This design comes from an exercise in tuning for small area, a short achievable clock period and few clock cycles per item on the open sky130 flow, not from production work.
RTL that was checked went through simulation tests only; none was proved equivalent to the original.
Only the layout flow was run in runs 1 to 6; the RTL was not checked for function there.
Power is estimated from default activity; no workload was simulated.

<file path="flow/design.v">
package r2b_pkg;
  localparam logic [5:0] K_HDR0   = 6'd10;
  localparam logic [5:0] K_M1LAST = 6'd11;
  localparam logic [5:0] K_M2INIT = 6'd15;
  localparam logic [5:0] K_M2LAST = 6'd27;
  localparam logic [5:0] K_RCINC  = 6'd1;
endpackage
import r2b_pkg::*;
module rgb565_to_bmp24_stream_writer (
  input  logic        clk_i,
  input  logic        rst_ni,
  input  logic        pix_valid_i,
  output logic        pix_ready_o,
  input  logic [15:0] pix_rgb565_i,
  output logic        out_valid_o,
  input  logic        out_ready_i,
  output logic [7:0]  out_byte_o,
  output logic        out_last_of_run_o,
  output logic        out_end_of_image_o,
  input  logic        cfg_we_i,
  input  logic [0:0]  cfg_idx_i,
  input  logic [12:0] cfg_data_i
);
  function automatic logic [7:0] scale5(logic [4:0] v);
    logic [2:0] u;
    if (v >= 5'd31)      u = 3'd7;
    else if (v >= 5'd27) u = 3'd6;
    else if (v >= 5'd23) u = 3'd5;
    else if (v >= 5'd18) u = 3'd4;
    else if (v >= 5'd14) u = 3'd3;
    else if (v >= 5'd9)  u = 3'd2;
    else if (v >= 5'd5)  u = 3'd1;
    else                 u = 3'd0;
    scale5 = {v, u};
  endfunction
  function automatic logic [7:0] scale6(logic [5:0] v);
    logic [1:0] t;
    if (v == 6'd63)      t = 2'd3;
    else if (v >= 6'd42) t = 2'd2;
    else if (v >= 6'd21) t = 2'd1;
    else                 t = 2'd0;
    scale6 = {v, t};
  endfunction
  function automatic logic [11:0] clamp_dim(logic [12:0] d);
    clamp_dim[11:1] = d[12] ? 11'd0 : d[11:1];
    clamp_dim[0]    = ~d[12] & (d[0] | (d[11:1] == 11'd0));
  endfunction
  logic [11:0] w_q, h_q;
  always_ff @(posedge clk_i or negedge rst_ni) begin
    if (!rst_ni) begin
      w_q <= 12'd320;
      h_q <= 12'd240;
    end else if (cfg_we_i) begin
      if (cfg_idx_i[0]) h_q <= clamp_dim(cfg_data_i);
      else              w_q <= clamp_dim(cfg_data_i);
    end
  end
  wire [12:0] w_full = {w_q == 12'd0, w_q};
  wire [12:0] h_full = {h_q == 12'd0, h_q};
  logic        nf_q;         
  logic        pb_empty_q;   
  logic        pnew_q;       
  logic        ph_q;         
  logic        rr_v_q;       
  logic [1:0]  pad_q;        
  logic        hdr_q;        
  logic [5:0]  hidx_q;       
  logic        ov_q;         
  logic [15:0] pb_q;
  logic [4:0]  rr_q;
  logic        re_l_q, fe_l_q;    
  logic [11:0] rc_q;              
  logic [12:0] acc_q, lo_q;       
  logic        bw_q;              
  logic        qi_q;              
  logic [7:0]  byte_q;
  logic        last_q, eoi_q;
  wire [11:0] cc = lo_q[11:0];
  wire re_cur = (cc == 12'hFFE);
  wire fe_cur = re_cur & (rc_q == 12'hFFF);
  wire first  = nf_q | fe_cur;
  wire go       = ~ov_q | out_ready_i;       
  wire pad_pend = (pad_q != 2'd0);
  wire k_ge10   = (hidx_q >= K_HDR0);
  wire sel_r   = rr_v_q;
  wire sel_pad = ~rr_v_q & pad_pend;
  wire sel_hdr = ~rr_v_q & ~pad_pend & hdr_q & k_ge10;
  wire sel_pix = ~rr_v_q & ~pad_pend & ~hdr_q & ~pb_empty_q & ~(pnew_q & first);
  wire sel_any = sel_r | sel_pad | sel_hdr | sel_pix;
  wire sel_g   = sel_pix & ph_q;
  wire hfree   = hdr_q & ~k_ge10;
  wire hstep   = hfree | (go & sel_hdr);
  wire init1 = pnew_q & first;
  wire m1    = (hidx_q <= K_M1LAST);
  wire m2    = (hidx_q > K_M2INIT) && (hidx_q <= K_M2LAST);
  wire mstep = hstep & (m1 | m2);
  wire init2 = hstep & (hidx_q == K_M2INIT);
  wire hlast = hstep & (hidx_q == 6'd63);
  wire mask3 = (hidx_q == K_M1LAST - 6'd1) | (hidx_q == K_M2LAST - 6'd1);
  wire bw_n  = (lo_q[0] & (~lo_q[2] | bw_q)) | (~lo_q[2] & bw_q);
  wire qi_n  = ~lo_q[1] ^ (~lo_q[3] & ~mask3) ^ bw_n;
  wire [13:0] msum = {1'b0, acc_q} + ({14{qi_q}} & {1'b0, h_full});
  wire cc_adv  = pnew_q & ~first;
  wire lo_load = init1 | init2 | hlast | (cc_adv & re_cur);
  always_ff @(posedge clk_i) begin
    if (init1 | init2) begin
      acc_q <= init1 ? 13'd13 : 13'd0;      
      bw_q  <= 1'b0;
      qi_q  <= w_full[0] ^ w_full[2];
    end else if (mstep) begin
      acc_q <= msum[13:1];
      bw_q  <= bw_n;
      qi_q  <= qi_n;
    end
    if (lo_load)     lo_q <= ~w_full;
    else if (mstep)  lo_q <= {msum[0], lo_q[12:1]};
    else if (cc_adv) lo_q <= {lo_q[12], cc + 12'd1};
  end
  wire [24:0] prod = {acc_q, lo_q[12:1]};
  function automatic logic [7:0] size_byte(logic [24:0] p, logic [1:0] k, logic lsb1);
    case (k)
      2'd0:    size_byte = {p[5:0], lsb1, 1'b0};
      2'd1:    size_byte = p[13:6];
      2'd2:    size_byte = p[21:14];
      default: size_byte = {6'd0, p[23:22]};
    endcase
  endfunction
  logic [7:0] hdr_byte;
  always_comb begin
    case (hidx_q)
      6'd10: hdr_byte = 8'h42;
      6'd11: hdr_byte = 8'h4D;
      6'd12, 6'd13, 6'd14, 6'd15: hdr_byte = size_byte(prod, hidx_q[1:0], 1'b1);
      6'd20: hdr_byte = 8'd54;
      6'd24: hdr_byte = 8'd40;
      6'd28: hdr_byte = w_full[7:0];
      6'd29: hdr_byte = {3'd0, w_full[12:8]};
      6'd32: hdr_byte = rc_q[7:0];
      6'd33: hdr_byte = {4'hF, rc_q[11:8]};
      6'd34, 6'd35: hdr_byte = 8'hFF;
      6'd36: hdr_byte = 8'd1;
      6'd38: hdr_byte = 8'd24;
      6'd44, 6'd45, 6'd46, 6'd47: hdr_byte = size_byte(prod, hidx_q[1:0], 1'b0);
      default: hdr_byte = 8'h00;
    endcase
  end
  always_ff @(posedge clk_i or negedge rst_ni) begin
    if (!rst_ni) begin
      nf_q       <= 1'b1;
      pb_empty_q <= 1'b1;
      pnew_q     <= 1'b0;
      ph_q       <= 1'b0;
      rr_v_q     <= 1'b0;
      pad_q      <= 2'd0;
      hdr_q      <= 1'b0;
      ov_q       <= 1'b0;
    end else begin
      pnew_q     <= pb_empty_q & pix_valid_i;
      pb_empty_q <= pb_empty_q ? ~pix_valid_i : (go & sel_g);
      if (pnew_q) nf_q <= 1'b0;
      if (go & sel_pix) ph_q <= ~ph_q;
      if (go) begin
        if (sel_g)      rr_v_q <= 1'b1;
        else if (sel_r) rr_v_q <= 1'b0;
        if (sel_r)        pad_q <= re_l_q ? w_q[1:0] : 2'd0;
        else if (sel_pad) pad_q <= pad_q - 2'd1;
      end
      if (init1)      hdr_q <= 1'b1;
      else if (hlast) hdr_q <= 1'b0;
      ov_q <= sel_any | ~go;
    end
  end
  always_ff @(posedge clk_i) begin
    if (init1)      hidx_q <= 6'd0;
    else if (hstep) hidx_q <= hidx_q + 6'd1;
  end
  always_ff @(posedge clk_i) begin
    if (pb_empty_q) pb_q <= pix_rgb565_i;
    if (go & sel_g) begin
      rr_q   <= pb_q[15:11];
      re_l_q <= re_cur;
      fe_l_q <= fe_cur;
    end
    if (init1)                                                 rc_q <= ~h_q;
    else if ((cc_adv & re_cur) | (hstep & (hidx_q == K_RCINC))) rc_q <= rc_q + 12'd1;
  end
  logic [7:0] byte_d;
  logic       last_d, eoi_d;
  wire        pad0 = (w_q[1:0] == 2'd0);
  always_comb begin
    byte_d = 8'h00;
    last_d = 1'b0;
    eoi_d  = 1'b0;
    if (sel_r) begin
      byte_d = scale5(rr_q);
      last_d = ~re_l_q | pad0;
      eoi_d  = fe_l_q & pad0;
    end else if (sel_pad) begin
      last_d = (pad_q == 2'd1);
      eoi_d  = fe_l_q & (pad_q == 2'd1);
    end else if (hdr_q) begin
      byte_d = hdr_byte;
    end else if (ph_q) begin
      byte_d = scale6(pb_q[10:5]);
    end else begin
      byte_d = scale5(pb_q[4:0]);
    end
  end
  always_ff @(posedge clk_i) begin
    if (go) begin
      byte_q <= byte_d;
      last_q <= last_d;
      eoi_q  <= eoi_d;
    end
  end
  assign pix_ready_o        = pb_empty_q;
  assign out_valid_o        = ov_q;
  assign out_byte_o         = byte_q;
  assign out_last_of_run_o  = last_q;
  assign out_end_of_image_o = eoi_q;
endmodule
</file>
<file path="flow/run.sh">
#!/bin/bash
# synth_recipe.tcl (not shown) runs the flow's synth.tcl, then flattens the netlist and writes it again
# the make line also repeats each setting of config.mk as NAME=value (left out here)
make -C /OpenROAD-flow-scripts/flow DESIGN_CONFIG=/design/flow/config.mk WORK_HOME=/design/flow/orfs CLKGATE_MAP_FILE= SYNTH_SCRIPT=/design/flow/synth_recipe.tcl finish
</file>
<file path="flow/config.mk">
export PLATFORM = sky130hd
export DESIGN_NAME = rgb565_to_bmp24_stream_writer
export DESIGN_NICKNAME = rgb565_to_bmp24_stream_writer
export VERILOG_FILES = /design/flow/design.v
export SDC_FILE = /design/flow/constraint.sdc
export NUM_CORES = 4
export LEC_CHECK = 0
export ABC_CLOCK_PERIOD_IN_PS = 2500
export CAP_MARGIN = 20
export CORE_MARGIN = 2
export CORE_UTILIZATION = 40
export SETUP_SLACK_MARGIN = 5
export SLEW_MARGIN = 20
</file>
<file path="flow/constraint.sdc">
create_clock -name core_clock -period 9.0 [get_ports {clk_i}]
set_input_delay 1.8000 -clock core_clock [delete_from_list [all_inputs] [get_ports {clk_i}]]
set_output_delay 1.8000 -clock core_clock [all_outputs]
set_load 0.01 [all_outputs]
</file>
==> results of run 1 <==
sequential cells by signal (all words and copies together), names as in the netlist, 2 cells and up:
signal  count
pb_q       16
acc_q      13
lo_q       13
h_q        12
rc_q       12
w_q        12
byte_q      8
hidx_q      6
rr_q        5
pad_q       2
worst max path at each step:
stage,from,end,slack (ps),cells after the start
6_report,out_ready_i,acc_q[1],5190,7
5_1_grt,out_ready_i,lo_q[9],5060,8
4_1_cts,out_ready_i,lo_q[9],5130,8
3_3_place_gp,out_ready_i,acc_q[2],4530,7
2_1_floorplan,out_ready_i,lo_q[0],5380,7
3_5_place_dp,out_ready_i,acc_q[0],4440,7
area by class of cell:
| cell class | instances | share of cell area |
|---|---|---|
| inverters | 28 | 0.0141 |
| repair buffers | 54 | 0.0673 |
| clock inverters | 7 | 0.0123 |
| multi-input cells | 509 | 0.436 |
| clock buffers | 9 | 0.0291 |
| flip-flops and latches | 112 | 0.406 |
| well taps | 220 | 0.0356 |
kinds of logic (layout without fill, tap and decap cells):
| logic type | after synthesis | after routing | synth area share |
|---|---|---|---|
| adders and majority gates | 25 | 25 | 0.0467 |
| xor gates and xnor gates | 33 | 33 | 0.0425 |
| AOI/OAI and AO/OA | 193 | 193 | 0.193 |
| muxes | 12 | 12 | 0.0180 |
| and+or+nand+nor | 246 | 246 | 0.194 |
| DFF | 112 | 112 | 0.461 |
| buffers and inverters | 65 | 98 | 0.0443 |
Yosys cell counts (6+ instances only):
cell      number  area (µm²)
xor2_1        11        96.3
inv_1         28         105
nor2_1        51         191
nor4_1         9        56.3
o21ai_0       44         220
nand2_1       65         244
a31oi_1        8        50.1
o221ai_1       7        61.3
o21ai_1        8        40.0
mux2i_1       10         100
nand4_1        6        37.5
buf_2         12        60.1
and2_1        19         119
dfstp_2        8         210
nand3_1       15        75.1
a222oi_1       7        70.1
a21oi_1       42         210
dfrtp_1       25         626
dfxtp_1        7         140
edfxtp_1      72        2160
a22oi_1        7        52.6
xnor2_1       22         193
nand2b_1      20         125
a211oi_1      15         113
ha_1          23         288
clkbuf_1      18        67.6
nor2b_1       11        68.8
nor3_1        15        75.1
routing by layer:
metal  global-route usage  vias to the layer above  part of all wire
li1                     -                     2606                 -
met5                    0                        -                 0
met4               0.0895                        0             0.035
met2                0.322                      192              0.45
met1                0.300                     2632              0.46
met3               0.0272                       41             0.059
stage by stage:
step / hold slack, ps / utilization / worst slack [ps] / total power, mW / area (µm²)
final: 430 / 0.466 / 5190 / 1.63 / 7730
after global routing: 436 / 0.466 / 5060 / 1.72 / 7730
after CTS: 430 / 0.463 / 5130 / 1.62 / 7680
after detailed placement: 409 / 0.443 / 4440 / 1.21 / 7350
after global placement: 422 / 0.443 / 4530 / 1.20 / 7350
after floorplan: 400 / - / 5380 / 1.04 / 6800
power groups by stage:
stage,registers (mW),logic (mW),clock network (mW)
floorplan,0.662,0.381,0
global placement,0.722,0.481,0
detailed placement,0.721,0.487,0
CTS,0.711,0.491,0.423
global route,0.721,0.555,0.443
finish,0.711,0.501,0.415
what timing repair did:
item / 4_1_cts / 5_1_grt
hold buffers: 0 / 0
resized for setup: 3 / 0
setup endpoints to repair: 26 / 15
buffers inserted: 0 / 7
==> run summary, run 1 <==
status=finished clean; crit start category=input port; port buffer count=46; R2R setup slack=5930 ps; placed insts=916; WS Path Type=in2reg; Synth cell types=80; combinational power share=0.308; worst hold stages=0; drt pass-1 iters=5; die area=0.0181 mm²; Critical Path AT=3880 ps; CORE AREA=0.0166 mm²; Synth async-reset ratio=0.295; switch share=0.374; Psw=0.609 mW; vias in the first global route=around 5200; # rows=47; final hold viol count=0; Power Density=210 mW/mm²; R2R depth=8; Final period util=0.423; Routed WL per cell=19.4 µm; Non-Filler Instances=939; WHS Endpoint=rr_q[1]; CP cell instances=clkdlybuf4s50_1, nor2b_4, clkinvlp_4, buf_4, a22o_1, and4_4, or2_2; n_diodes=0; yosys warns=1; first-pass GRT wire length=29100 µm; Worst Path Required=9070 ps; HPWL after detailed placement=13700 µm; clock network power share=0.255; Num CTS Buffers=9; H-tree depth=3; height of the die=134 µm; setup TNS=0 ps; clock buffer depth=2; Post-synth EDFFs=72; prevailing post-synth register cell=edfxtp_1; Root Driver=clkbuf_16; Final Slew Violations=0; Static Leakage=between 2 and 3 nW; Seq. cell area=0.00314 mm²; Remaining DRCs=0; Setup violations, final=0; most frequent cells in the layout=edfxtp_1 (72), nand2_1 (65), nor2_1 (51); Slew @ Worst Pin=815 ps; CTS tree=built; Nets=773; vias per cell=5.83; Pint=1.02 mW; kind of cell adding the most delay to the critical path=simple AND/OR/NAND/NOR gates; All-Layer GR Usage=0.210; DR iter-0 viols=about 560; grt ovf=0; maximum clock rate=0.262 GHz; Fillers=1569; Min Clock Period, post-route=3810 ps; Post-Syn Nets=between 700 and 800; initial antenna violation count=0; Max rail drop VDD=0.106 mV; clock-pin slew on the worst setup and hold paths=about 80 ps; # IOs=47; area of the multi-input gates=0.00337 mm²; CP endpoint kind=flop; Worst path slowest cell=or2_2; Mean Syn Cell Area=~10 µm²; detailed-route via count=5471; Worst R2R End=byte_q[6]; area of the mapped netlist=between 0.006 and 0.007 mm²; Sequential Power Share=0.437; crit path buf inv count=3; Slew HR=0.457; Yosys reg bits=112; commonest non-fill, non-tap cell in the layout=edfxtp_1; Die Span X=134 µm; largest net degree at the start of global routing=34; origin of the critical flop-to-flop path=hidx_q[1]; RSZ-0062 raised after global routing=false; synth-to-layout area growth=13.6%; worst-path maximum fanout=27; slowest stage delay, CP=470 ps; WL final=approximately 18000 µm; starting density of the core=0.410; clock skew=12.8 ps; layout cells sized above 1=0.0862; share of the yosys chip area belonging to registers=0.461; worst hold path class=reg2reg; Final GP Congestion=0.916; Hold Startpoint=pb_q[12]; Final ANT Viol Nets=0; Syn Inst Count=686; Sink Count=112; Skew-Pair Late Insertion Delay=360 ps; Max-Cap Viols=0
==> run 2, diff against run 1 <==
==> flow/flow/run.sh (new file) <==
#!/bin/bash
# The standard layout, with plain buffers (buf_1) on the ports instead of the default port
# buffer cell; the resizer still sizes them up where timing needs it.
set -euo pipefail
bash standard.sh "BUFFER_PORTS_ARGS=-buffer_cell sky130_fd_sc_hd__buf_1" finish > standard_make.log 2>&1
==> flow/standard.sh (new file) <==
#!/bin/bash
# synth_recipe.tcl (not shown) runs the flow's synth.tcl, then flattens the netlist and writes it again
# the make line also repeats each setting of config.mk as NAME=value (left out here)
make -C /OpenROAD-flow-scripts/flow DESIGN_CONFIG=/design/flow/config.mk WORK_HOME=/design/flow/orfs CLKGATE_MAP_FILE= SYNTH_SCRIPT=/design/flow/synth_recipe.tcl "${@:-finish}"
removed: flow/run.sh
==> run summary, run 2 <==
clock buffer depth=2 (unchanged); RSZ-0062 raised after global routing=false (unchanged); Post-CTS Setup Repair Bufs=0 (unchanged); slowest stage delay, CP=530 ps (was 470 ps); Fillers=1652 (was 1569); CORE AREA=0.0166 mm² (unchanged); Sink Count=112 (unchanged); Post-synth EDFFs=72 (unchanged); Power Density=218 mW/mm² (was 210 mW/mm²); initial antenna violation count=0 (unchanged); Slew @ Worst Pin=892 ps (was 815 ps); DR iter-0 viols=514 (was 564); WS Path Type=in2reg (unchanged); Final ANT Viol Nets=0 (unchanged); CP endpoint kind=flop (unchanged); clock network power share=0.263 (was 0.255); count leader, synth=edfxtp_1 (unchanged); CTS tree=built (unchanged); Post-Syn Nets=745 (unchanged); area share of the largest cell type after synthesis=0.318 (unchanged); M1 wire length=8400 µm (was 8320 µm); status=finished clean (unchanged); HPWL after detailed placement=13700 µm (about the same); R2R depth=8 (unchanged); Yosys reg bits=112 (unchanged); layout cells sized above 1=0.0745 (was 0.0862); maximum clock rate=0.270 GHz (was 0.262 GHz); synth top area cells=edfxtp_1 (32%), dfrtp_1 (9.2%), ha_1 (4.2%) (unchanged); area of the mapped netlist=0.00680 mm² (unchanged); WHS Endpoint=rr_q[4] (was rr_q[1]); Synth async-reset ratio=0.295 (unchanged); Num CTS Buffers=9 (unchanged); final hold viol count=0 (unchanged); first-pass GRT wire length=28700 µm (was 29100 µm); prevailing post-synth register cell=edfxtp_1 (unchanged); yosys warns=1 (unchanged); Root Driver=clkbuf_16 (unchanged); H-tree depth=3 (unchanged); post-CTS sizing=0 (was 3); most frequent cells in the layout=edfxtp_1 (72), nand2_1 (65), nor2_1 (51) (unchanged); # IOs=47 (unchanged); biggest regs=pb_q x16, acc_q x13, lo_q x13 (unchanged); Min Clock Period, post-route=3700 ps (was 3810 ps); R2R setup slack=5950 ps (was 5930 ps); commonest non-fill, non-tap cell in the layout=edfxtp_1 (unchanged); Psw=0.617 mW (was 0.609 mW); worst hold stages=0 (unchanged); routed wl met2=8300 µm (was 8220 µm); Max rail drop VDD=0.114 mV (was 0.106 mV); Max-Cap Viols=0 (unchanged); Biggest register=pb_q (unchanged); WL final=18300 µm (was 18200 µm); Synth cell types=80 (unchanged); Hold Startpoint=pb_q[15] (was pb_q[12]); Critical Path AT=3700 ps (was 3880 ps); height of the die=134 µm (unchanged); Worst R2R End=byte_q[6] (unchanged); CP cell instances=buf_1, nor2b_4, inv_1, a22o_1, and4_4, or3_1 (was clkdlybuf4s50_1, nor2b_4, clkinvlp_4, buf_4, a22o_1, and4_4, or2_2); max layer used=met4 (unchanged); worst hold path class=reg2reg (unchanged); All-Layer GR Usage=0.207 (was 0.210); die area=0.0181 mm² (unchanged); Die Span X=134 µm (unchanged); worst-path maximum fanout=27 (unchanged); switch share=0.383 (was 0.374); Slew HR=0.406 (was 0.457); crit start category=input port (unchanged); Largest register FFs=16 (unchanged); Remaining DRCs=0 (unchanged); Pint=0.995 mW (was 1.02 mW); clock skew=11.3 ps (was 12.8 ps); port buffer count=46 (unchanged); Nets=765 (was 773); origin of the critical flop-to-flop path=hidx_q[1] (unchanged); n_diodes=0 (unchanged); setup TNS=0 ps (unchanged); grt ovf=0 (unchanged); Mean Syn Cell Area=9.92 µm² (unchanged); Worst Path Required=9000 ps (was 9070 ps); clock-pin slew on the worst setup and hold paths=90 ps (was 80 ps); # rows=47 (unchanged); Pwr Total=1.61 mW (was 1.63 mW); largest net degree at the start of global routing=34 (unchanged); starting density of the core=0.410 (unchanged); Syn Inst Count=686 (unchanged); Final period util=0.411 (was 0.423); Skew-Pair Late Insertion Delay=370 ps (was 360 ps); share of the yosys chip area belonging to registers=0.461 (unchanged); synth-to-layout area growth=8.44% (was 13.6%); Setup violations, final=0 (unchanged); wire length on met3=1230 µm (was 1080 µm); combinational power share=0.295 (was 0.308); Worst path slowest cell=or3_1 (was or2_2); vias per cell=5.84 (was 5.83); commonest cells in the netlist=edfxtp_1 (72), nand2_1 (65), nor2_1 (51) (unchanged); Routed WL per cell=19.7 µm (was 19.4 µm); drt pass-1 iters=6 (was 5); largest area contributor in the netlist=edfxtp_1 (unchanged); Sequential Power Share=0.442 (was 0.437); vias in the first global route=5164 (was 5249); Hold-fix buffers, CTS=0 (unchanged); Static Leakage=2.77 nW (was 2.92 nW); Final GP Congestion=0.974 (was 0.916); Final Slew Violations=0 (unchanged); detailed-route via count=5433 (was 5471)
[run 2: changes by cell type in the layout (fill, tap and decap cells not counted), sizes merged]
| cell | delta |
|---|---|
| clkbuf | +1 |
| inv | +3 |
| clkinvlp | -2 |
| clkdlybuf4s50 | -46 |
| buf | +37 |
| clkinv | -1 |
[run 2: logic make-up (layout without fill, tap and decap cells)]
family / after synthesis / count (layout) / share of synthesized area
AO/OA/AOI/OAI: 193 / 193 / 0.193
AND/OR/NAND/NOR: 246 / 246 / 0.194
flip-flops: 112 / 112 / 0.461
XOR/XNOR: 33 / 33 / 0.0425
buffers and inverters: 65 / 90 / 0.0443
multiplexers: 12 / 12 / 0.0180
adder cells (fa/ha/maj): 25 / 25 / 0.0467
[run 2: layout make-up]
type	count	area, µm²	share of cell area
repair buffers	46	174	0.0236
multi-input cells	509	3360	0.456
well taps	220	275	0.0373
clock inverters	7	96.3	0.0131
flip-flops and latches	112	3140	0.425
clock buffers	9	225	0.0305
inverters	28	105	0.0142
[run 2: worst max-delay path by stage]
| stage | from | endpoint | slack, ps | depth (start not counted) |
|---|---|---|---|---|
| 2_1_floorplan | out_ready_i | lo_q[0] | 5380 | 7 |
| 3_3_place_gp | out_ready_i | acc_q[2] | 4890 | 7 |
| 3_5_place_dp | out_ready_i | acc_q[12] | 4790 | 7 |
| 4_1_cts | out_ready_i | qi_q | 5160 | 7 |
| 5_1_grt | out_ready_i | qi_q | 5200 | 7 |
| 6_report | out_ready_i | lo_q[0] | 5300 | 6 |
[run 2: power groups by stage]
stage	logic (mW)	registers, mW	clock network (mW)
detailed placement	0.464	0.720	0
global placement	0.459	0.720	0
global route	0.525	0.722	0.452
finish	0.475	0.712	0.424
floorplan	0.381	0.662	0
CTS	0.466	0.710	0.430
[run 2: per-layer routing]
layer,track usage,vias up
met5,0,-
met4,0.0690,0
met3,0.0314,27
met2,0.320,238
met1,0.300,2585
li1,-,2583
[run 2: metrics by stage]
stage	hold slack, ps	utilization	worst slack (ps)	cells	instance area (µm²)
final	428	0.445	5300	931	7380
after global routing	442	0.445	5200	931	7380
after floorplan	400	-	5380	686	6800
after CTS	430	0.445	5160	931	7380
after detailed placement	408	0.426	4790	915	7060
after global placement	417	0.426	4890	915	7060
[run 2: critical path: cells and delay by family]
kind | cells | cell delay [ps]
AO/OA/AOI/OAI | 1 | 270
buffers and inverters | 2 | 580
AND/OR/NAND/NOR | 3 | 1030
==> run 3, diff against run 2 <==
==> flow/flow/run.sh (replaced) <==
#!/bin/bash
# The standard layout, with plain buffers (buf_1) on the ports instead of the default port
# buffer cell (the resizer still sizes them up where timing needs it), and timing repair
# aiming for 6.0 ns of setup slack.
set -euo pipefail
bash standard.sh "BUFFER_PORTS_ARGS=-buffer_cell sky130_fd_sc_hd__buf_1" SETUP_SLACK_MARGIN=6.0 finish > standard_make.log 2>&1
--- a/flow/config.mk
+++ b/flow/config.mk
@@ -9,5 +9,4 @@
 export CAP_MARGIN = 20
 export CORE_MARGIN = 2
 export CORE_UTILIZATION = 40
-export SETUP_SLACK_MARGIN = 5
 export SLEW_MARGIN = 20
==> run summary, run 3 <==
status=finished clean (unchanged); worst-path maximum fanout=8 (was 27); grt ovf=0 (unchanged); Pint=1.02 mW (was 0.995 mW); height of the die=134 µm (unchanged); clock buffer depth=2 (unchanged); Root Driver=clkbuf_16 (unchanged); Max rail drop VDD=0.133 mV (was 0.114 mV); Mean Syn Cell Area=9.92 µm² (unchanged); yosys warns=1 (unchanged); Die Span X=134 µm (unchanged); # rows=47 (unchanged); Sequential Power Share=0.430 (was 0.442); final hold viol count=0 (unchanged); Worst Path Required=9110 ps (was 9000 ps); Nets=786 (was 765); Slew @ Worst Pin=898 ps (was 892 ps); worst hold stages=0 (unchanged); Biggest register=pb_q (unchanged); Slew HR=0.401 (was 0.406); synth-to-layout area growth=13.8% (was 8.44%); Routed WL per cell=20.9 µm (was 19.7 µm); CP endpoint kind=flop (unchanged); WL final=19900 µm (was 18300 µm); largest net degree at the start of global routing=34 (unchanged); most frequent cells in the layout=edfxtp_1 (72), nand2_1 (65), nor2_1 (49) (was edfxtp_1 (72), nand2_1 (65), nor2_1 (51)); largest area contributor in the netlist=edfxtp_1 (unchanged); R2R setup slack=6230 ps (was 5950 ps); share of the yosys chip area belonging to registers=0.461 (unchanged); origin of the critical flop-to-flop path=pad_q[0] (was hidx_q[1]); Remaining DRCs=0 (unchanged); # IOs=47 (unchanged); Max-Cap Viols=0 (unchanged); setup TNS=0 ps (unchanged); initial antenna violation count=0 (unchanged); Post-Syn Nets=745 (unchanged); commonest non-fill, non-tap cell in the layout=edfxtp_1 (unchanged); commonest cells in the netlist=edfxtp_1 (72), nand2_1 (65), nor2_1 (51) (unchanged); Synth cell types=80 (unchanged); Psw=0.657 mW (was 0.617 mW); switch share=0.392 (was 0.383); prevailing post-synth register cell=edfxtp_1 (unchanged); n_diodes=0 (unchanged); R2R depth=8 (unchanged); synth top area cells=edfxtp_1 (32%), dfrtp_1 (9.2%), ha_1 (4.2%) (unchanged); Skew-Pair Late Insertion Delay=360 ps (was 370 ps); Area after DPL=0.00707 mm² (was 0.00706 mm²); Synth async-reset ratio=0.295 (unchanged); Largest register FFs=16 (unchanged); Hold Startpoint=pb_q[12] (was pb_q[15]); starting density of the core=0.410 (unchanged); Min Clock Period, post-route=3120 ps (was 3700 ps); All-Layer GR Usage=0.218 (was 0.207); detailed-route via count=5702 (was 5433); vias in the first global route=5369 (was 5164); Yosys reg bits=112 (unchanged); drt pass-1 iters=5 (was 6); HPWL after detailed placement=13700 µm (about the same); DR iter-0 viols=463 (was 514); maximum clock rate=0.320 GHz (was 0.270 GHz); Power Density=217 mW/mm² (was 218 mW/mm²); layout cells sized above 1=0.131 (was 0.0745); RSZ-0062 raised after global routing=true (was false); Static Leakage=2.92 nW (was 2.77 nW); CTS tree=built (unchanged); Num CTS Buffers=9 (unchanged); clock skew=11.3 ps (about the same); count leader, synth=edfxtp_1 (unchanged); crit start category=input port (unchanged); Final GP Congestion=0.908 (was 0.974); CORE AREA=0.0166 mm² (unchanged); H-tree depth=3 (unchanged); biggest regs=pb_q x16, acc_q x13, lo_q x13 (unchanged); combinational power share=0.320 (was 0.295); area of the mapped netlist=0.00680 mm² (unchanged); Worst R2R End=acc_q[0] (was byte_q[6]); first-pass GRT wire length=30100 µm (was 28700 µm); Sink Count=112 (unchanged); WS Path Type=in2reg (unchanged); Post-synth EDFFs=72 (unchanged); Final period util=0.347 (was 0.411); clock network power share=0.249 (was 0.263); Final Slew Violations=0 (unchanged); Critical Path AT=3240 ps (was 3700 ps); final instance area=0.00774 mm² (was 0.00738 mm²); clock-pin slew on the worst setup and hold paths=80 ps (was 90 ps); port buffer count=46 (unchanged); Setup violations, final=0 (unchanged); area share of the largest cell type after synthesis=0.318 (unchanged); Final ANT Viol Nets=0 (unchanged); worst hold path class=reg2reg (unchanged); Syn Inst Count=686 (unchanged); vias per cell=5.99 (was 5.84); WHS Endpoint=rr_q[1] (was rr_q[4]); die area=0.0181 mm² (unchanged)
==> run 3: final cells by class <==
type / count / area, µm²
Clock buffer: 9 / 225
Timing Repair Buffer: 61 / 312
Inverter: 28 / 109
Fill cell: 1570 / 8840
Multi-Input combinational cell: 515 / 3580
Sequential cell: 112 / 3140
Tap cell: 220 / 275
Clock inverter: 7 / 98.8
==> run 3: worst max-delay path, cell delays in order <==
cell and delay [ps]:
buf_6 90, nor2b_4 130, clkinvlp_4 170, nand4_1 200, o31ai_4 110, a41o_4 360, buf_6 160, a211oi_2 160
a21oi_1 60
==> run 3: metrics by stage <==
step / setup WS, ps / cells / hold WS (ps) / power (mW) / utilization
final: 5880 / 952 / 426 / 1.68 / 0.467
after global routing: 5820 / 952 / 442 / 1.76 / 0.467
after CTS: 5930 / 941 / 427 / 1.62 / 0.454
after floorplan: 5500 / 686 / 400 / 1.04 / -
after global placement: 5150 / 915 / 409 / 1.18 / 0.426
after detailed placement: 5080 / 915 / 407 / 1.19 / 0.426
==> run 3: worst max-delay path by stage <==
stage	from	endpoint	slack, ps	depth (start not counted)
floorplan	out_ready_i	lo_q[0]	5500	7
global placement	out_ready_i	lo_q[2]	5150	8
detailed placement	out_ready_i	lo_q[2]	5080	8
CTS	out_ready_i	lo_q[2]	5930	8
global route	out_ready_i	lo_q[8]	5820	9
finish	out_ready_i	lo_q[8]	5880	9
==> run 3: layer usage <==
| layer | up-vias | share of wire | GRT usage |
|---|---|---|---|
| met5 | - | 0 | 0 |
| met4 | 0 | 0.035 | 0.0784 |
| met3 | 45 | 0.075 | 0.0510 |
| met2 | 247 | 0.45 | 0.338 |
| met1 | 2767 | 0.44 | 0.299 |
| li1 | 2643 | - | - |
==> run 3: logic make-up (layout without fill, tap and decap cells) <==
group | Yosys count | count (layout) | synth area share
fa+ha+maj | 25 | 25 | 0.0467
xor+xnor | 33 | 33 | 0.0425
compound gates | 193 | 196 | 0.193
mux | 12 | 12 | 0.0180
simple gates | 246 | 249 | 0.194
buf+inv | 65 | 105 | 0.0443
flops | 112 | 112 | 0.461
==> run 3: power by group through the flow <==
stage / clock [mW] / combinational (mW) / sequential [mW]
detailed placement: 0 / 0.466 / 0.723
CTS: 0.424 / 0.485 / 0.713
finish: 0.418 / 0.537 / 0.721
floorplan: 0 / 0.382 / 0.662
global route: 0.442 / 0.588 / 0.728
global placement: 0 / 0.458 / 0.722
==> run 3: timing repair <==
item | 4_1_cts | 5_1_grt
gates cloned | 4 | 2
hold buffers | 0 | 0
setup endpoints to repair | 73 | 56
resized for setup | 9 | 28
pin swaps | 3 | 6
buffers inserted | 6 | 9
==> run 4, diff against run 3 <==
--- a/flow/design.v
+++ b/flow/design.v
@@ -69,15 +69,15 @@
   logic [15:0] pb_q;
   logic [4:0]  rr_q;
   logic        re_l_q, fe_l_q;    
-  logic [11:0] rc_q;              
   logic [12:0] acc_q, lo_q;       
   logic        bw_q;              
   logic        qi_q;              
   logic [7:0]  byte_q;
   logic        last_q, eoi_q;
   wire [11:0] cc = lo_q[11:0];
+  wire [11:0] rc = acc_q[11:0];
   wire re_cur = (cc == 12'hFFE);
-  wire fe_cur = re_cur & (rc_q == 12'hFFF);
+  wire fe_cur = re_cur & (rc == 12'hFFE);
   wire first  = nf_q | fe_cur;
   wire go       = ~ov_q | out_ready_i;       
   wire pad_pend = (pad_q != 2'd0);
@@ -102,6 +102,8 @@
   wire [13:0] msum = {1'b0, acc_q} + ({14{qi_q}} & {1'b0, h_full});
   wire cc_adv  = pnew_q & ~first;
   wire lo_load = init1 | init2 | hlast | (cc_adv & re_cur);
+  wire [11:0] inc_in  = hdr_q ? ~h_q : (re_cur ? rc : cc);
+  wire [11:0] inc_out = inc_in + 12'd1;
   always_ff @(posedge clk_i) begin
     if (init1 | init2) begin
       acc_q <= init1 ? 13'd13 : 13'd0;      
@@ -111,10 +113,14 @@
       acc_q <= msum[13:1];
       bw_q  <= bw_n;
       qi_q  <= qi_n;
+    end else if (hlast) begin
+      acc_q <= {1'b0, ~h_q};
+    end else if (cc_adv & re_cur) begin
+      acc_q <= {1'b0, inc_out};
     end
     if (lo_load)     lo_q <= ~w_full;
     else if (mstep)  lo_q <= {msum[0], lo_q[12:1]};
-    else if (cc_adv) lo_q <= {lo_q[12], cc + 12'd1};
+    else if (cc_adv) lo_q <= {lo_q[12], inc_out};
   end
   wire [24:0] prod = {acc_q, lo_q[12:1]};
   function automatic logic [7:0] size_byte(logic [24:0] p, logic [1:0] k, logic lsb1);
@@ -135,8 +141,8 @@
       6'd24: hdr_byte = 8'd40;
       6'd28: hdr_byte = w_full[7:0];
       6'd29: hdr_byte = {3'd0, w_full[12:8]};
-      6'd32: hdr_byte = rc_q[7:0];
-      6'd33: hdr_byte = {4'hF, rc_q[11:8]};
+      6'd32: hdr_byte = inc_out[7:0];
+      6'd33: hdr_byte = {4'hF, inc_out[11:8]};
       6'd34, 6'd35: hdr_byte = 8'hFF;
       6'd36: hdr_byte = 8'd1;
       6'd38: hdr_byte = 8'd24;
@@ -181,18 +187,17 @@
       re_l_q <= re_cur;
       fe_l_q <= fe_cur;
     end
-    if (init1)                                                 rc_q <= ~h_q;
-    else if ((cc_adv & re_cur) | (hstep & (hidx_q == K_RCINC))) rc_q <= rc_q + 12'd1;
   end
   logic [7:0] byte_d;
   logic       last_d, eoi_d;
   wire        pad0 = (w_q[1:0] == 2'd0);
+  wire [4:0]  s5_in = sel_r ? rr_q : pb_q[4:0];
   always_comb begin
     byte_d = 8'h00;
     last_d = 1'b0;
     eoi_d  = 1'b0;
     if (sel_r) begin
-      byte_d = scale5(rr_q);
+      byte_d = scale5(s5_in);
       last_d = ~re_l_q | pad0;
       eoi_d  = fe_l_q & pad0;
     end else if (sel_pad) begin
@@ -203,7 +208,7 @@
     end else if (ph_q) begin
       byte_d = scale6(pb_q[10:5]);
     end else begin
-      byte_d = scale5(pb_q[4:0]);
+      byte_d = scale5(s5_in);
     end
   end
   always_ff @(posedge clk_i) begin
==> run summary, run 4 <==
All-Layer GR Usage=0.244 (was 0.218); Power Density=188 mW/mm² (was 217 mW/mm²); Slew @ Worst Pin=916 ps (was 898 ps); area share of the largest cell type after synthesis=0.273 (was 0.318); # rows=46 (was 47); synth top area cells=edfxtp_1 (27%), dfrtp_1 (9.5%), o21ai_0 (4.6%) (was edfxtp_1 (32%), dfrtp_1 (9.2%), ha_1 (4.2%)); Area after DPL=0.00697 mm² (was 0.00707 mm²); largest area contributor in the netlist=edfxtp_1 (unchanged); CORE AREA=0.0160 mm² (was 0.0166 mm²); Root Driver=clkbuf_16 (unchanged); RSZ-0062 raised after global routing=true (unchanged); area of the mapped netlist=0.00661 mm² (was 0.00680 mm²); first-pass GRT wire length=33300 µm (was 30100 µm); XOR/XNOR share of the synthesized area=0.0305 (was 0.0425); biggest regs=pb_q x16, acc_q x13, lo_q x13 (unchanged); worst hold path class=reg2reg (unchanged); Synth cell types=88 (was 80); crit path buf inv count=5 (was 3); Largest register FFs=16 (unchanged); Setup WS post-layout=5790 ps (was 5880 ps); Die Span X=133 µm (was 134 µm); Worst path slowest cell=nand3b_1 (was a41o_4); Slew HR=0.390 (was 0.401); Synth async-reset ratio=0.330 (was 0.295); Post-Synth Simple-Gate Area=0.215 (was 0.194); adder-cell share of the synthesized area=0.0424 (was 0.0467); commonest non-fill, non-tap cell in the layout=nand2_1 (was edfxtp_1); slowest stage delay, CP=210 ps (was 360 ps); CP endpoint kind=flop (unchanged); DP Worst Slack=4210 ps (was 5080 ps); Biggest register=pb_q (unchanged); Critical Path AT=3300 ps (was 3240 ps); Min Clock Period, post-route=3210 ps (was 3120 ps); largest net degree at the start of global routing=40 (was 34); die area=0.0176 mm² (was 0.0181 mm²); starting density of the core=0.413 (was 0.410); most frequent cells in the layout=nand2_1 (68), edfxtp_1 (60), o21ai_0 (53) (was edfxtp_1 (72), nand2_1 (65), nor2_1 (49)); initial antenna violation count=0 (unchanged); origin of the critical flop-to-flop path=hdr_q (was pad_q[0]); vias in the first global route=5811 (was 5369); HPWL after detailed placement=15600 µm (was 13700 µm); Max-Cap Viols=0 (unchanged); DR iter-0 viols=903 (was 463); Mean Syn Cell Area=9.41 µm² (was 9.92 µm²); yosys warns=1 (unchanged); vias per cell=6.22 (was 5.99); Max rail drop VDD=0.132 mV (was 0.133 mV); Final Slew Violations=0 (unchanged); Setup violations, final=0 (unchanged); worst-path maximum fanout=7 (was 8); synth-to-layout area growth=23.9% (was 13.8%); CP startpoint=out_ready_i (unchanged); Remaining DRCs=0 (unchanged); mux share of post-synthesis cell area=0.0201 (was 0.0180); Post-synth EDFFs=60 (was 72); status=finished clean (unchanged); most used cell, CP=buf_6 (unchanged); Static Leakage=3.13 nW (was 2.92 nW); Pwr Total=1.54 mW (was 1.68 mW); port buffer count=46 (unchanged); CTS tree=built (unchanged); Skew-Pair Late Insertion Delay=360 ps (about the same); crit start category=input port (unchanged); grt ovf=0 (unchanged); Post-Syn Nets=758 (was 745); final instance area=0.00819 mm² (was 0.00774 mm²); CP cell instances=buf_6, nor2b_4, clkinvlp_4, buf_6, and2_4, nor2_4, nor4_4, nand3b_1, buf_6, nor2_4, buf_12, a221oi_2 (was buf_6, nor2b_4, clkinvlp_4, nand4_1, o31ai_4, a41o_4, buf_6, a211oi_2, a21oi_1); Nets=833 (was 786); height of the die=133 µm (was 134 µm); share of the yosys chip area belonging to registers=0.420 (was 0.461); Synth Area in Compound Gates=0.231 (was 0.193); setup TNS=0 ps (unchanged); Routed WL per cell=21.7 µm (was 20.9 µm); final hold viol count=0 (unchanged); H-tree depth=3 (unchanged); clock buffer depth=2 (unchanged); kind of cell adding the most delay to the critical path=simple AND/OR/NAND/NOR gates (was compound AO/OA/AOI/OAI gates); commonest cells in the netlist=nand2_1 (72), o21ai_0 (61), edfxtp_1 (60) (was edfxtp_1 (72), nand2_1 (65), nor2_1 (51)); Hold Startpoint=pb_q[11] (was pb_q[12]); detailed-route via count=6206 (was 5702); drt pass-1 iters=9 (was 5); maximum clock rate=0.311 GHz (was 0.320 GHz); clock-pin slew on the worst setup and hold paths=80 ps (about the same); prevailing post-synth register cell=edfxtp_1 (unchanged); WL final=21600 µm (was 19900 µm); count leader, synth=nand2_1 (was edfxtp_1); Sink Count=100 (was 112); layout cells sized above 1=0.206 (was 0.131); combinational family with the most area after synthesis=compound AO/OA/AOI/OAI gates (was simple AND/OR/NAND/NOR gates); Syn Inst Count=702 (was 686); Num CTS Buffers=9 (unchanged); Worst Path Required=9090 ps (was 9110 ps); Final period util=0.357 (was 0.347); Yosys reg bits=100 (was 112); WS Path Type=in2reg (unchanged); Final GP Congestion=0.943 (was 0.908); clock skew=10.4 ps (was 11.3 ps); n_diodes=0 (unchanged); # IOs=47 (unchanged); Final ANT Viol Nets=0 (unchanged)
[run 4: cell type report]
| class | instances | area (µm²) |
|---|---|---|
| fill | 1504 | 7810 |
| multi-input combinational | 542 | 3970 |
| sequential | 100 | 2780 |
| timing repair buffer | 98 | 732 |
| tap | 216 | 270 |
| clock buffer | 11 | 264 |
| inverter | 25 | 106 |
| clock inverter | 5 | 58.8 |
| timing repair inverter | 1 | 11.3 |
[run 4: power by group]
| group | total, mW | switching [mW] | internal, mW |
|---|---|---|---|
| logic | 0.435 | 0.258 | 0.177 |
| registers | 0.689 | 0.0953 | 0.594 |
| clock network | 0.417 | 0.195 | 0.222 |
[run 4: cells by family after synthesis]
logic type | Yosys count
XOR/XNOR | 23
buffers and inverters | 63
flip-flops | 100
multiplexers | 13
AO/OA/AOI/OAI | 215
adder cells (fa/ha/maj) | 22
AND/OR/NAND/NOR | 266
[run 4: per-stage QoR]
step,hold slack [ps],utilization,std cells
floorplan,400,-,702
global placement,403,0.436,927
detailed placement,405,0.436,927
CTS,423,0.492,982
global route,432,0.512,998
finish,422,0.512,998
[run 4: worst register-to-register path, stage by stage (launching register included)]
cell	delay, ps
dfrtp_1	360
buf_6	300
or2b_1	290
a222oi_1	430
o2111a_2	330
nand3b_4	140
nor4b_2	350
xor2_1	450
a211oi_2	140
[run 4: path summary, 6_finish.rpt]
path / to / slack (ps) / cells after the start
setup / recovery: lo_q[7] / 5790 / 12
hold / removal: rr_q[0] / 420 / 0
setup reg to reg: acc_q[11] / 5930 / 8
hold reg to reg: rr_q[0] / 420 / 0
max in group asynchronous: h_q[1] / 6920 / 1
min in group asynchronous: w_q[4] / 1550 / 1
[run 4: timing repair]
action / 4_1_cts / 5_1_grt
endpoints found under the setup margin: 74 / 69
cloned: 4 / 1
pin swaps: 16 / 11
gates resized for setup: 52 / 38
hold buffers: 0 / 0
setup buffers: 35 / 15
[run 4: routing by layer]
metal	vias up	GRT usage	share of wire
li1	2811	-	-
met1	2946	0.338	0.42
met2	359	0.372	0.45
met3	90	0.0529	0.092
met4	0	0.0956	0.041
met5	-	0	0
==> run 5, diff against run 4 <==
==> flow/flow/run.sh (replaced) <==
#!/bin/bash
# The standard layout, with plain buffers (buf_1) on the ports instead of the default port
# buffer cell; the resizer still sizes them up where timing needs it.
set -euo pipefail
bash standard.sh "BUFFER_PORTS_ARGS=-buffer_cell sky130_fd_sc_hd__buf_1" finish > standard_make.log 2>&1
--- a/flow/config.mk
+++ b/flow/config.mk
@@ -9,4 +9,5 @@
 export CAP_MARGIN = 20
 export CORE_MARGIN = 2
 export CORE_UTILIZATION = 40
+export SETUP_SLACK_MARGIN = 5
 export SLEW_MARGIN = 20
==> run summary, run 5 <==
origin of the critical flop-to-flop path=lo_q[1] (was hdr_q); share of the yosys chip area belonging to registers=0.420 (unchanged); Final GP Congestion=0.924 (was 0.943); HPWL after detailed placement=15300 µm (was 15600 µm); adder-cell share of the synthesized area=0.0424 (unchanged); Post-synth EDFFs=60 (unchanged); CORE AREA=0.0160 mm² (unchanged); Worst Path Required=9000 ps (was 9090 ps); Yosys reg bits=100 (unchanged); Max rail drop VDD=0.0960 mV (was 0.132 mV); CTS tree=built (unchanged); R2R depth=7 (was 8); H-tree depth=3 (unchanged); crit start category=input port (unchanged); biggest regs=pb_q x16, acc_q x13, lo_q x13 (unchanged); RSZ-0062 raised after global routing=false (was true); vias per cell=6.19 (was 6.22); CP startpoint=out_ready_i (unchanged); Synth async-reset ratio=0.330 (unchanged); Syn Inst Count=702 (unchanged); slowest stage delay, CP=460 ps (was 210 ps); Final ANT Viol Nets=0 (unchanged); Sink Count=100 (unchanged); XOR/XNOR share of the synthesized area=0.0305 (unchanged); starting density of the core=0.413 (unchanged); most frequent cells in the layout=nand2_1 (70), o21ai_0 (61), edfxtp_1 (60) (was nand2_1 (68), edfxtp_1 (60), o21ai_0 (53)); Slew @ Worst Pin=935 ps (was 916 ps); Slew HR=0.377 (was 0.390); Die Span X=133 µm (unchanged); Skew-Pair Late Insertion Delay=360 ps (about the same); worst-path maximum fanout=13 (was 7); Nets=782 (was 833); Largest register FFs=16 (unchanged); n_diodes=0 (unchanged); R2R setup slack=5500 ps (was 5930 ps); drt pass-1 iters=10 (was 9); total stage count of the critical path=9 (was 12); kind of cell adding the most delay to the critical path=simple AND/OR/NAND/NOR gates (unchanged); Post-Syn Nets=758 (unchanged); count leader, synth=nand2_1 (unchanged); Setup violations, final=0 (unchanged); grt ovf=0 (unchanged); Mean Syn Cell Area=9.41 µm² (unchanged); setup TNS=0 ps (unchanged); area share of the largest cell type after synthesis=0.273 (unchanged); yosys warns=1 (unchanged); All-Layer GR Usage=0.231 (was 0.244); mux share of post-synthesis cell area=0.0201 (unchanged); Synth cell types=88 (unchanged); DR iter-0 viols=688 (was 903); Remaining DRCs=0 (unchanged); synth top area cells=edfxtp_1 (27%), dfrtp_1 (9.5%), o21ai_0 (4.6%) (unchanged); worst setup path endpoint=acc_q[3] (was lo_q[7]); port buffer count=46 (unchanged); # rows=46 (unchanged); WS Path Type=in2reg (unchanged); crit path buf inv count=3 (was 5); Static Leakage=2.70 nW (was 3.13 nW); worst hold path class=reg2reg (unchanged); commonest non-fill, non-tap cell in the layout=nand2_1 (unchanged); Post-Synth Simple-Gate Area=0.215 (unchanged); die area=0.0176 mm² (unchanged); met3 usage=0.0575 (was 0.0529); WL final=20100 µm (was 21600 µm); Min Clock Period, post-route=3860 ps (was 3210 ps); final hold viol count=0 (unchanged); Max-Cap Viols=0 (unchanged); Final period util=0.429 (was 0.357); clock buffer depth=2 (unchanged); Final Slew Violations=0 (unchanged); height of the die=133 µm (unchanged); status=finished clean (unchanged); Pwr Total=1.43 mW (was 1.54 mW); synth-to-layout area growth=8.92% (was 23.9%); commonest cells in the netlist=nand2_1 (72), o21ai_0 (61), edfxtp_1 (60) (unchanged); Routed WL per cell=21.3 µm (was 21.7 µm); detailed-route via count=5863 (was 6206); largest net degree at the start of global routing=40 (unchanged); Synth Area in Compound Gates=0.231 (unchanged); clock skew=14.5 ps (was 10.4 ps); vias in the first global route=5634 (was 5811); global-route met1 utilization=0.314 (was 0.338); prevailing post-synth register cell=edfxtp_1 (unchanged); Power Density=199 mW/mm² (was 188 mW/mm²); Worst R2R End=acc_q[9] (was acc_q[11]); Critical Path AT=3860 ps (was 3300 ps); CP endpoint kind=flop (unchanged); Root Driver=clkbuf_16 (unchanged); busiest layer in global routing=met2 (unchanged); largest area contributor in the netlist=edfxtp_1 (unchanged); combinational family with the most area after synthesis=compound AO/OA/AOI/OAI gates (unchanged); Num CTS Buffers=9 (unchanged); # IOs=47 (unchanged); area of the mapped netlist=0.00661 mm² (unchanged); first-pass GRT wire length=31600 µm (was 33300 µm); layout cells sized above 1=0.0793 (was 0.206); maximum clock rate=0.259 GHz (was 0.311 GHz); Biggest register=pb_q (unchanged); Worst path slowest cell=nor4_4 (was nand3b_1); clock-pin slew on the worst setup and hold paths=70 ps (was 80 ps); Hold-fix buffers, CTS=0 (unchanged); CP cell instances=buf_1, nor2b_2, inv_2, and2_1, nor2_1, nor4_4, nand3b_1, nor2_2, inv_1 (was buf_6, nor2b_4, clkinvlp_4, buf_6, and2_4, nor2_4, nor4_4, nand3b_1, buf_6, nor2_4, buf_12, a221oi_2); initial antenna violation count=0 (unchanged); met2 Use GR=0.358 (was 0.372)
## run 5: cell counts after synthesis
No cell type changed its count.
## run 5: area by class of cell
type                    instances  area (µm²)
clock inverters                 5        38.8
well taps                     216         270
clock buffers                  11         234
flip-flops and latches        100        2780
repair buffers                 51         211
multi-input cells             539        3570
inverters                      25        95.1
fillers                      1630        8800
## run 5: cells by family after synthesis
| kind of cell | count (synthesis) |
|---|---|
| flip-flops | 100 |
| buffers and inverters | 63 |
| AO/OA/AOI/OAI | 215 |
| XOR/XNOR | 23 |
| AND/OR/NAND/NOR | 266 |
| multiplexers | 13 |
| adder cells (fa/ha/maj) | 22 |
## run 5: timing repair
item	CTS	global route
endpoints found under the setup margin	39	37
buffers inserted	0	3
resized for setup	4	2
hold endpoints to repair	0	0
## run 5: how the worst min path moves through the flow
stage | from | endpoint | slack (ps) | cells after the start
detailed placement | pb_q[15] | rr_q[4] | 410 | 0
CTS | pb_q[15] | rr_q[4] | 420 | 0
global route | pb_q[15] | rr_q[4] | 420 | 0
floorplan | pb_q[11] | rr_q[0] | 400 | 0
global placement | pb_q[11] | rr_q[0] | 410 | 0
finish | pb_q[15] | rr_q[4] | 420 | 0
## run 5: report_power, final
group	internal (mW)	switching [mW]
logic	0.149	0.221
registers	0.593	0.108
clock network	0.191	0.172
## run 5: stage by stage
stage          area [µm²]  setup slack, ps  cells  utilization  hold WS [ps]
2_1_floorplan        6610             5190    702            -           400
3_3_place_gp         6890             4340    928        0.431           407
3_5_place_dp         6890             4180    928        0.431           407
4_1_cts              7170             5020    944        0.448           421
5_1_grt              7200             5020    947        0.450           422
6_report             7200             5140    947        0.450           424
## run 5: routing by layer
| metal | wire length, µm | share of wire |
|---|---|---|
| met4 | 571 | 0.028 |
| met1 | 8490 | 0.42 |
| met3 | 2070 | 0.10 |
| met2 | 9000 | 0.45 |
| met5 | 0 | 0 |
==> run 6, diff against run 5 <==
--- a/flow/design.v
+++ b/flow/design.v
@@ -66,20 +66,22 @@
   logic        hdr_q;        
   logic [5:0]  hidx_q;       
   logic        ov_q;         
+  logic        sf_q;         
   logic [15:0] pb_q;
   logic [4:0]  rr_q;
   logic        re_l_q, fe_l_q;    
   logic [12:0] acc_q, lo_q;       
   logic        bw_q;              
   logic        qi_q;              
-  logic [7:0]  byte_q;
-  logic        last_q, eoi_q;
+  logic [7:0]  byte_q, sbyte_q;
+  logic        last_q, eoi_q, slast_q, seoi_q;
   wire [11:0] cc = lo_q[11:0];
   wire [11:0] rc = acc_q[11:0];
   wire re_cur = (cc == 12'hFFE);
   wire fe_cur = re_cur & (rc == 12'hFFE);
   wire first  = nf_q | fe_cur;
-  wire go       = ~ov_q | out_ready_i;       
+  wire go       = ~sf_q;                     
+  wire out_free = ~ov_q | out_ready_i;       
   wire pad_pend = (pad_q != 2'd0);
   wire k_ge10   = (hidx_q >= K_HDR0);
   wire sel_r   = rr_v_q;
@@ -160,6 +162,7 @@
       pad_q      <= 2'd0;
       hdr_q      <= 1'b0;
       ov_q       <= 1'b0;
+      sf_q       <= 1'b0;
     end else begin
       pnew_q     <= pb_empty_q & pix_valid_i;
       pb_empty_q <= pb_empty_q ? ~pix_valid_i : (go & sel_g);
@@ -173,7 +176,8 @@
       end
       if (init1)      hdr_q <= 1'b1;
       else if (hlast) hdr_q <= 1'b0;
-      ov_q <= sel_any | ~go;
+      ov_q <= sf_q | (go & sel_any) | ~out_free;
+      sf_q <= ~out_free & (sf_q | sel_any);
     end
   end
   always_ff @(posedge clk_i) begin
@@ -212,10 +216,15 @@
     end
   end
   always_ff @(posedge clk_i) begin
-    if (go) begin
-      byte_q <= byte_d;
-      last_q <= last_d;
-      eoi_q  <= eoi_d;
+    if (~sf_q) begin
+      sbyte_q <= byte_d;
+      slast_q <= last_d;
+      seoi_q  <= eoi_d;
+    end
+    if (out_free) begin
+      byte_q <= sf_q ? sbyte_q : byte_d;
+      last_q <= sf_q ? slast_q : last_d;
+      eoi_q  <= sf_q ? seoi_q  : eoi_d;
     end
   end
   assign pix_ready_o        = pb_empty_q;
==> flow/flow/run.sh (replaced) <==
#!/bin/bash
# The standard layout, with plain buffers (buf_1) on the ports instead of the default port
# buffer cell (the resizer still sizes them up where timing needs it), and timing repair
# aiming for 6.0 ns of setup slack.
set -euo pipefail
bash standard.sh "BUFFER_PORTS_ARGS=-buffer_cell sky130_fd_sc_hd__buf_1" SETUP_SLACK_MARGIN=6.0 finish > standard_make.log 2>&1
--- a/flow/config.mk
+++ b/flow/config.mk
@@ -9,5 +9,4 @@
 export CAP_MARGIN = 20
 export CORE_MARGIN = 2
 export CORE_UTILIZATION = 40
-export SETUP_SLACK_MARGIN = 5
 export SLEW_MARGIN = 20
==> run summary, run 6 <==
yosys warns=1 (unchanged); area share of the largest cell type after synthesis=0.264 (was 0.273); Setup violations, final=0 (unchanged); setup TNS=0 ps (unchanged); Num CTS Buffers=9 (unchanged); Post-synth EDFFs=60 (unchanged); Remaining DRCs=0 (unchanged); Power Density=209 mW/mm² (was 199 mW/mm²); Biggest register=pb_q (unchanged); Syn Inst Count=738 (was 702); Final ANT Viol Nets=0 (unchanged); worst setup path endpoint=acc_q[11] (was acc_q[3]); Synth async-reset ratio=0.306 (was 0.330); Static Leakage=3.03 nW (was 2.70 nW); final hold viol count=0 (unchanged); maximum clock rate=0.330 GHz (was 0.259 GHz); wire length on met3=1550 µm (was 2070 µm); biggest regs=pb_q x16, acc_q x13, lo_q x13 (unchanged); DR iter-0 viols=697 (was 688); Max rail drop VDD=0.161 mV (was 0.0960 mV); Final GP Congestion=0.993 (was 0.924); WL final=22400 µm (was 20100 µm); clock-pin slew on the worst setup and hold paths=80 ps (was 70 ps); Worst Path Required=9110 ps (was 9000 ps); initial antenna violation count=0 (unchanged); Root Driver=clkbuf_16 (unchanged); Slew @ Worst Pin=946 ps (was 935 ps); R2R setup slack=5970 ps (was 5500 ps); detailed-route via count=6247 (was 5863); Min Clock Period, post-route=3030 ps (was 3860 ps); H-tree depth=3 (unchanged); n_diodes=0 (unchanged); CTS tree=built (unchanged); Post-Syn Nets=794 (was 758); clock skew=10.4 ps (was 14.5 ps); Synth cell types=75 (was 88); area of the mapped netlist=0.00683 mm² (was 0.00661 mm²); HPWL after detailed placement=16000 µm (was 15300 µm); Seq. cell area=0.00301 mm² (was 0.00278 mm²); worst-path maximum fanout=5 (was 13); die area=0.0181 mm² (was 0.0176 mm²); CP startpoint=qi_q (was out_ready_i); prevailing post-synth register cell=edfxtp_1 (unchanged); Die Span X=135 µm (was 133 µm); routed wl met2=10400 µm (was 9000 µm); vias per cell=6.06 (was 6.19); R2R depth=12 (was 7); commonest cells in the netlist=nor2_1 (78), nand2_1 (70), o21ai_0 (67) (was nand2_1 (72), o21ai_0 (61), edfxtp_1 (60)); share of the yosys chip area belonging to registers=0.439 (was 0.420); All-Layer GR Usage=0.246 (was 0.231); first-pass GRT wire length=34000 µm (was 31600 µm); Setup WS post-layout=5970 ps (was 5140 ps); CP endpoint kind=flop (unchanged); WS Path Type=reg2reg (was in2reg); # rows=47 (was 46); Yosys reg bits=111 (was 100); # IOs=47 (unchanged); layout cells sized above 1=0.163 (was 0.0793); max layer used=met4 (unchanged); drt pass-1 iters=5 (was 10); Final Slew Violations=0 (unchanged); CORE AREA=0.0166 mm² (was 0.0160 mm²); Critical Path AT=3140 ps (was 3860 ps); port buffer count=46 (unchanged); worst hold path class=reg2reg (unchanged); vias in the first global route=5892 (was 5634); Worst R2R End=acc_q[11] (was acc_q[9]); DP Worst Slack=5090 ps (was 4180 ps); synth-to-layout area growth=18.2% (was 8.92%); Mean Syn Cell Area=9.26 µm² (was 9.41 µm²); largest area contributor in the netlist=edfxtp_1 (unchanged); Largest register FFs=16 (unchanged); Final period util=0.337 (was 0.429); area of the multi-input gates=0.00385 mm² (was 0.00357 mm²); Nets=862 (was 782); origin of the critical flop-to-flop path=qi_q (was lo_q[1]); height of the die=135 µm (was 133 µm); synth top area cells=edfxtp_1 (26%), dfrtp_1 (9.5%), dfxtp_1 (5.0%) (was edfxtp_1 (27%), dfrtp_1 (9.5%), o21ai_0 (4.6%)); Hold Slack=424 ps (about the same); status=finished clean (unchanged); starting density of the core=0.411 (was 0.413); Skew-Pair Late Insertion Delay=360 ps (about the same); largest net degree at the start of global routing=42 (was 40); most frequent cells in the layout=nor2_1 (78), nand2_1 (70), o21ai_0 (65) (was nand2_1 (70), o21ai_0 (61), edfxtp_1 (60)); commonest non-fill, non-tap cell in the layout=nor2_1 (was nand2_1); Fillers=1552 (was 1630); Routed WL per cell=21.7 µm (was 21.3 µm); Max-Cap Viols=0 (unchanged); M1 wire length=9490 µm (was 8490 µm); Hold-fix buffers, CTS=0 (unchanged); Slew HR=0.369 (was 0.377); clock buffer depth=2 (unchanged); grt ovf=0 (unchanged); crit start category=flop (was input port); count leader, synth=nor2_1 (was nand2_1); RSZ-0062 raised after global routing=true (was false); Sink Count=111 (was 100)
run 6: cell count changes in the layout (fill, tap and decap cells not counted), moves of 5 or more:
cell | previous run | this run
a211oi_2 | 0 | 5
nor2_1 | 53 | 78
o31ai_1 | 8 | 2
dfxtp_1 | 7 | 17
o21ai_1 | 1 | 6
a21o_1 | 8 | 3
ha_1 | 20 | 15
nor3_1 | 20 | 15
buf_4 | 5 | 45
a21oi_1 | 36 | 55
a211oi_1 | 20 | 14
run 6: what timing repair did:
item                       in CTS  in global routing
setup endpoints to repair      66                 65
buffers inserted               26                 19
pin swaps                      14                 22
resized for setup              25                 31
run 6: through the flow:
stage	power [mW]	std cells	utilization	area, µm²
5_1_grt	1.76	1031	0.485	8080
6_report	1.68	1031	0.485	8080
3_3_place_gp	1.19	970	0.429	7130
4_1_cts	1.65	1012	0.468	7780
3_5_place_dp	1.20	970	0.429	7140
2_1_floorplan	1.05	738	-	6830
run 6: cells by family after synthesis:
| logic type | after synthesis | synth area share |
|---|---|---|
| buffers and inverters | 62 | 0.0390 |
| and+or+nand+nor | 273 | 0.201 |
| xor gates and xnor gates | 28 | 0.0370 |
| adders and majority gates | 23 | 0.0425 |
| DFF | 111 | 0.439 |
| muxes | 15 | 0.0222 |
| AOI/OAI and AO/OA | 226 | 0.219 |
run 6: per-layer routing:
metal,up-vias,track usage
met3,68,0.0428
li1,2878,-
met1,2997,0.335
met5,-,0
met4,0,0.101
met2,304,0.388
run 6: worst min-delay path by stage:
stage	to	slack [ps]	startpoint	depth (start not counted)
after floorplan	rr_q[0]	400	pb_q[11]	0
after global placement	rr_q[4]	400	pb_q[15]	0
after detailed placement	rr_q[0]	410	pb_q[11]	0
after CTS	rr_q[0]	430	pb_q[11]	0
after global routing	rr_q[0]	450	pb_q[11]	0
final	rr_q[0]	420	pb_q[11]	0
run 6: critical path: stages, from the launching register on:
cell and delay, ps:
edfxtp_1 480, and2_1 190, ha_2 180, inv_2 60
fa_2 210, nor2b_1 60, o31a_1 330, or3_4 360
a21oi_4 190, o21ai_2 100, o41ai_2 310, xor2_1 220
a21oi_1 90
run 6: power breakdown:
group | internal [mW] | leakage [nW] | switching, mW
clock | 0.220 | 0.146 | 0.199
sequential | 0.662 | 1.11 | 0.0964
combinational | 0.202 | 1.77 | 0.306
run 6: final cells by class:
class	instances	share of cell area
multi-input cells	565	0.476
repair buffers	93	0.0677
clock buffers	9	0.0279
well taps	220	0.0341
inverters	26	0.0121
flip-flops and latches	111	0.372
clock inverters	7	0.00976
==> run 7, diff against run 6 <==
--- a/flow/design.v
+++ b/flow/design.v
@@ -78,7 +78,7 @@
   wire [11:0] cc = lo_q[11:0];
   wire [11:0] rc = acc_q[11:0];
   wire re_cur = (cc == 12'hFFE);
-  wire fe_cur = re_cur & (rc == 12'hFFE);
+  wire fe_cur = re_cur & (rc == 12'hFFF);
   wire first  = nf_q | fe_cur;
   wire go       = ~sf_q;                     
   wire out_free = ~ov_q | out_ready_i;       
@@ -115,9 +115,7 @@
       acc_q <= msum[13:1];
       bw_q  <= bw_n;
       qi_q  <= qi_n;
-    end else if (hlast) begin
-      acc_q <= {1'b0, ~h_q};
-    end else if (cc_adv & re_cur) begin
+    end else if (hlast | (cc_adv & re_cur)) begin
       acc_q <= {1'b0, inc_out};
     end
     if (lo_load)     lo_q <= ~w_full;
==> run summary, run 7 <==
status=finished clean (unchanged); synth-to-layout area growth=14.5% (was 18.2%); worst hold path class=reg2reg (unchanged); CP endpoint kind=flop (unchanged); worst-path maximum fanout=5 (unchanged); Critical Path AT=3060 ps (was 3140 ps); Max-Cap Viols=0 (unchanged); grt ovf=0 (unchanged); placed insts=943 (was 970); setup TNS=0 ps (unchanged); most frequent cells in the layout=nand2_1 (70), nor2_1 (63), o21ai_0 (62) (was nor2_1 (78), nand2_1 (70), o21ai_0 (65)); synth top area cells=edfxtp_1 (27%), dfrtp_1 (9.7%), dfxtp_1 (5.1%) (was edfxtp_1 (26%), dfrtp_1 (9.5%), dfxtp_1 (5.0%)); Pwr Total=1.61 mW (was 1.68 mW); H-tree depth=3 (unchanged); Non-Filler Instances=986 (was 1031); Worst R2R End=lo_q[6] (was acc_q[11]); DP Worst Slack=5340 ps (was 5090 ps); WS Path Type=reg2reg (unchanged); DR iter-0 viols=885 (was 697); Yosys reg bits=111 (unchanged); initial antenna violation count=0 (unchanged); clock skew=9.90 ps (was 10.4 ps); R2R depth=10 (was 12); vias in the first global route=5514 (was 5892); area of the multi-input gates=0.00358 mm² (was 0.00385 mm²); Synth async-reset ratio=0.306 (unchanged); maximum clock rate=0.338 GHz (was 0.330 GHz); total stage count of the critical path=10 (was 12); Root Driver=clkbuf_16 (unchanged); CORE AREA=0.0165 mm² (was 0.0166 mm²); Syn Inst Count=709 (was 738); height of the die=133 µm (was 135 µm); Setup WS post-layout=6040 ps (was 5970 ps); Post-synth EDFFs=60 (unchanged); biggest regs=pb_q x16, acc_q x13, lo_q x13 (unchanged); Routed WL per cell=20.8 µm (was 21.7 µm); area share of the largest cell type after synthesis=0.270 (was 0.264); largest area contributor in the netlist=edfxtp_1 (unchanged); commonest non-fill, non-tap cell in the layout=nand2_1 (was nor2_1); crit start category=flop (unchanged); share of the yosys chip area belonging to registers=0.450 (was 0.439); starting density of the core=0.405 (was 0.411); Slew HR=0.415 (was 0.369); Power Density=211 mW/mm² (was 209 mW/mm²); Slew @ Worst Pin=877 ps (was 946 ps); die area=0.0177 mm² (was 0.0181 mm²); count leader, synth=nand2_1 (was nor2_1); first-pass GRT wire length=31100 µm (was 34000 µm); Synth cell types=80 (was 75)
## run 7: changes by cell type after synthesis, moves of 5 or more
cell,before,now
o21a_1,9,4
o211ai_1,4,11
a31oi_1,5,11
o21bai_1,1,6
nand4_1,13,7
nor2_1,78,65
nor4_2,5,0
o31ai_1,2,7
a21oi_1,57,46
## run 7: metal layers
layer	share of wire	vias to the layer above	track usage
met5	0	-	0
met4	0.025	0	0.0632
met3	0.084	45	0.0518
met2	0.45	317	0.356
met1	0.44	2840	0.320
li1	-	2739	-
## run 7: metrics by stage
stage | cell area, µm² | util
2_1_floorplan | 6680 | -
6_report | 7640 | 0.464
5_1_grt | 7640 | 0.464
3_3_place_gp | 6990 | 0.424
4_1_cts | 7420 | 0.451
3_5_place_dp | 6990 | 0.424
## run 7: report_power, final
part           switching, mW  leakage, nW  internal, mW
Sequential            0.0951         1.11         0.664
Combinational          0.272         1.65         0.177
Clock                  0.196        0.149         0.209
Total                  0.563         2.91          1.05
## run 7: cell type report
cell class	instances	area share
multi-input combinational	542	0.468
clock buffer	10	0.0327
tap	220	0.0360
timing repair buffer	73	0.0509
inverter	24	0.0124
sequential	111	0.394
clock inverter	6	0.00638
## run 7: kinds of logic after synthesis
kind of cell | Yosys count | share of synthesized area
fa+ha+maj | 22 | 0.0420
simple gates | 260 | 0.199
mux | 12 | 0.0201
flops | 111 | 0.450
compound gates | 223 | 0.222
xor+xnor | 24 | 0.0315
buf+inv | 57 | 0.0356
## run 7: what timing repair did
action / CTS / global route
resized for setup: 19 / 17
gates cloned: 0 / 1
setup endpoints to repair: 62 / 55
setup buffers: 7 / 19
pin swaps: 1 / 9
endpoints found under the hold margin: 0 / 0
## run 7: worst min-delay path by stage
stage	start	to	slack, ps	cells past startpoint
2_1_floorplan	pb_q[11]	rr_q[0]	400	0
5_1_grt	pb_q[14]	rr_q[3]	440	0
4_1_cts	pb_q[11]	rr_q[0]	430	0
6_report	pb_q[11]	rr_q[0]	430	0
3_5_place_dp	pb_q[11]	rr_q[0]	410	0
3_3_place_gp	pb_q[14]	rr_q[3]	410	0
## run 7: worst reg2reg max path, delay by kind of cell (launching register included)
kind	cells	cell delay (ps)
adder cells (fa/ha/maj)	1	210
AO/OA/AOI/OAI	3	430
buffers and inverters	1	130
XOR/XNOR	1	190
AND/OR/NAND/NOR	4	1280
flip-flops	1	470
Testbench counts of run 7, summed over its fixed seeds: cycles 80,551, pixels 25,456.

==> afterwards: timing with drivers on the ports <==
Ports are ideal in the flow. The routed layouts listed here were re-timed in OpenROAD. Step 1: set_driving_cell puts a clkbuf_16 on clk_i and a buf_2 on each other input, an assumption about the parent block. Step 2 also shifts input and output timing later by t, the mid clock arrival at the registers, as if the neighbouring blocks saw the same clock. a / b / c = no drivers / after step 1 / after step 2; a / b = the first two.
run	shift t [ns]	setup WS [ns]
run 1	0.400	5.190 / 5.203 / 4.803
run 2	0.407	5.302 / 5.312 / 4.904
run 3	0.400	5.878 / 5.886 / 5.486
run 4	0.400	5.787 / 5.799 / 5.399
run 5	0.394	5.143 / 5.155 / 4.762
run 6	0.397	5.971 / 5.971 / 5.971
run 7	0.396	6.044 / 6.008 / 6.044
After both steps every run listed still meets setup and hold.
